Source: an optimization exercise on an open RTL-to-GDS flow (aim: small area). Production flows keep margins and buffers that such runs may drop. Where RTL was checked, it was by simulation tests only, not by an equivalence proof against the original.

Design fire_seek_mode_sequencer, start of the top module:
module fire_seek_mode_sequencer (
    input  logic        i_clk,
    input  logic        i_rst_n,
    input  logic        i_in_valid,
    output logic        i_in_ready,
    input  logic        i_in_operation,
    input  logic [9:0]  i_in_distance_cm,
    input  logic [31:0] i_in_now_tick,
    input  logic [1:0]  i_in_random_pick,
    input  logic        i_cfg_valid,
    output logic        i_cfg_ready,
    input  logic [2:0]  i_cfg_index,
    input  logic [15:0] i_cfg_data,
    output logic        o_out_valid,
    input  logic        o_out_ready,
    output logic [7:0]  o_out_servo_angle,
    output logic [2:0]  o_out_motion,
    output logic        o_out_fan_on,
    output logic [2:0]  o_out_mode,
    output logic        o_out_fire_seen,
    output logic        o_out_fire_near
);
clock: 10.0 ns
lec_check: 0
cap_margin: 20
core_margin: 2
core_utilization: 40
slew_margin: 20
standard.sh (not shown) runs the stock make flow with config.mk's settings and CLKGATE_MAP_FILE= SYNTH_SCRIPT=/design/flow/synth_recipe.tcl, a recipe that flattens the netlist after the stock synthesis.
==> flow/flow/run.sh <==
#!/bin/bash
# Layout flow: the standard flow (standard synthesis unchanged), with two changes:
#  - ports are buffered with the smallest buffer instead of the default delay-buffer choice
#  - the clock tree uses clkbuf_8 buffers and no dummy load cells
# Each tool's full output stays in orfs/logs/ (ORFS writes one log per step), and the
# make output goes to flow.log in this folder.
set -uo pipefail
export BUFFER_PORTS_ARGS="-buffer_cell sky130_fd_sc_hd__buf_1"
export CTS_ARGS="-sink_clustering_enable -repair_clock_nets -buf_list sky130_fd_sc_hd__clkbuf_8 -dont_use_dummy_load"
bash standard.sh finish > flow.log 2>&1
rc=$?
tail -20 flow.log
exit $rc
The first run completed without violations.
Then changed:
ABC_AREA = 1   (was default)
Effect:
- The changed run finished clean
- via count is lower by 0.97%
- setup slack improved by 0.57 ns
- sequential share of layout area is higher by 1.1 points
- routed wire length is lower by 9.5%
- die area is lower by 1.2%

========
fire_seek_mode_sequencer, a different RTL version from the one above (not shown whole).
Size in the first run: ~1400 cells after synthesis, ~190 flip-flops, about 89 I/O pins.
==> flow/config.mk <==
export PLATFORM = sky130hd
export DESIGN_NAME = fire_seek_mode_sequencer
export DESIGN_NICKNAME = fire_seek_mode_sequencer
export VERILOG_FILES = /design/flow/design.v
export SDC_FILE = /design/flow/constraint.sdc
export NUM_CORES = 4
export LEC_CHECK = 0
export CAP_MARGIN = 20
export CORE_MARGIN = 2
export CORE_UTILIZATION = 85
export SLEW_MARGIN = 20
==> flow/constraint.sdc <==
create_clock -name core_clock -period 10.0 [get_ports {i_clk}]
set_input_delay 2.0000 -clock core_clock [delete_from_list [all_inputs] [get_ports {i_clk}]]
set_output_delay 2.0000 -clock core_clock [all_outputs]
set_load 0.01 [all_outputs]
run.sh (not shown) runs the stock make flow with config.mk's settings and CLKGATE_MAP_FILE= SYNTH_SCRIPT=/design/flow/synth_recipe.tcl, a recipe that flattens the netlist after the stock synthesis.
Stock flow here: none of the scripts above is used.
The first run died in 3_3_place_gp, error GPL-0301.
Next try:
- CORE_UTILIZATION: 85 -> 70
The changed run finished with timing, DRC and antenna clean; synthesized area does not change; synthesized cell count does not change.

========
fire_seek_mode_sequencer, a different RTL version from the one above (not shown whole).
For scale: about 190 flip-flops, roughly 89 I/O pins, roughly 10000 sq um of cells after synthesis.
export LEC_CHECK = 0
export ABC_AREA = 1
export CAP_MARGIN = 20
export CORE_MARGIN = 2
export CORE_UTILIZATION = 40
export SLEW_MARGIN = 20
create_clock -name core_clock -period 10.0 [get_ports {i_clk}]
standard.sh (not shown) runs the stock make flow with config.mk's settings and CLKGATE_MAP_FILE= SYNTH_SCRIPT=/design/flow/synth_recipe.tcl, a recipe that flattens the netlist after the stock synthesis.
==> flow/flow/run.sh <==
#!/bin/bash
# Layout flow: the standard flow (standard synthesis unchanged), with two changes:
#  - ports are buffered with the smallest buffer instead of the default delay-buffer choice
#  - the clock tree uses clkbuf_8 buffers and no dummy load cells
# Each tool's full output stays in orfs/logs/ (ORFS writes one log per step), and the
# make output goes to flow.log in this folder.
set -uo pipefail
export BUFFER_PORTS_ARGS="-buffer_cell sky130_fd_sc_hd__buf_1"
export CTS_ARGS="-sink_clustering_enable -repair_clock_nets -buf_list sky130_fd_sc_hd__clkbuf_8 -dont_use_dummy_load -sink_clustering_size 30 -sink_clustering_max_diameter 200"
bash standard.sh finish > flow.log 2>&1
rc=$?
tail -20 flow.log
exit $rc
The starting point ran to the end with no violations.
Rerun with:
--- a/flow/flow/run.sh
+++ b/flow/flow/run.sh
@@ -7,5 +7,5 @@
 set -uo pipefail
 export BUFFER_PORTS_ARGS="-buffer_cell sky130_fd_sc_hd__buf_1"
-export CTS_ARGS="-sink_clustering_enable -repair_clock_nets -buf_list sky130_fd_sc_hd__clkbuf_8 -dont_use_dummy_load -sink_clustering_size 30 -sink_clustering_max_diameter 200"
+export CTS_ARGS="-sink_clustering_enable -repair_clock_nets -buf_list sky130_fd_sc_hd__clkbuf_8 -dont_use_dummy_load -sink_clustering_size 60 -sink_clustering_max_diameter 300"
 bash standard.sh finish > flow.log 2>&1
 rc=$?
After rerunning:
- design area stays the same
- routed wire length does not change
- maximum frequency does not change
No run of this note included a check of the RTL's function; only the layout flow was run.

## port drivers added, routing unchanged
In the flow no input, the clock included, has a driving cell. The finished layouts below were timed again as built, in two steps.
Step 1: set_driving_cell puts a clkbuf_16 on i_clk and a buf_2 on each other input, an assumption about the parent block.
Step 2 times the ports against the registers' clock, not the clock port: input delays grow and output delays shrink by t, the midpoint of the rising clock arrivals with the driver on.
Three values: ideal ports, drivers, drivers and shift; two values: the first two.
| run | shift t [ns] | slack for setup (ns) | worst setup path at the end |
|---|---|---|---|
| the first run of note 1 | 0.490 | 0.278 / 0.278 / 0.278 | register to register |
| the second run of note 1 | 0.490 | 0.849 / 0.850 / 0.514 | input to register |
| the second run of note 2 | 0.482 | 1.977 / 2.000 / 1.518 | input to register |
| the first run of note 3 | 0.491 | 0.583 / 0.583 / 0.405 | input to register |
| the second run of note 3 | 0.491 | 0.583 / 0.583 / 0.405 | input to register |
After both steps setup and hold are still met in every run listed. For the second run of note 2, which loses most, drivers alone change the setup slack by +0.023 ns; drivers and shift together by -0.459 ns.
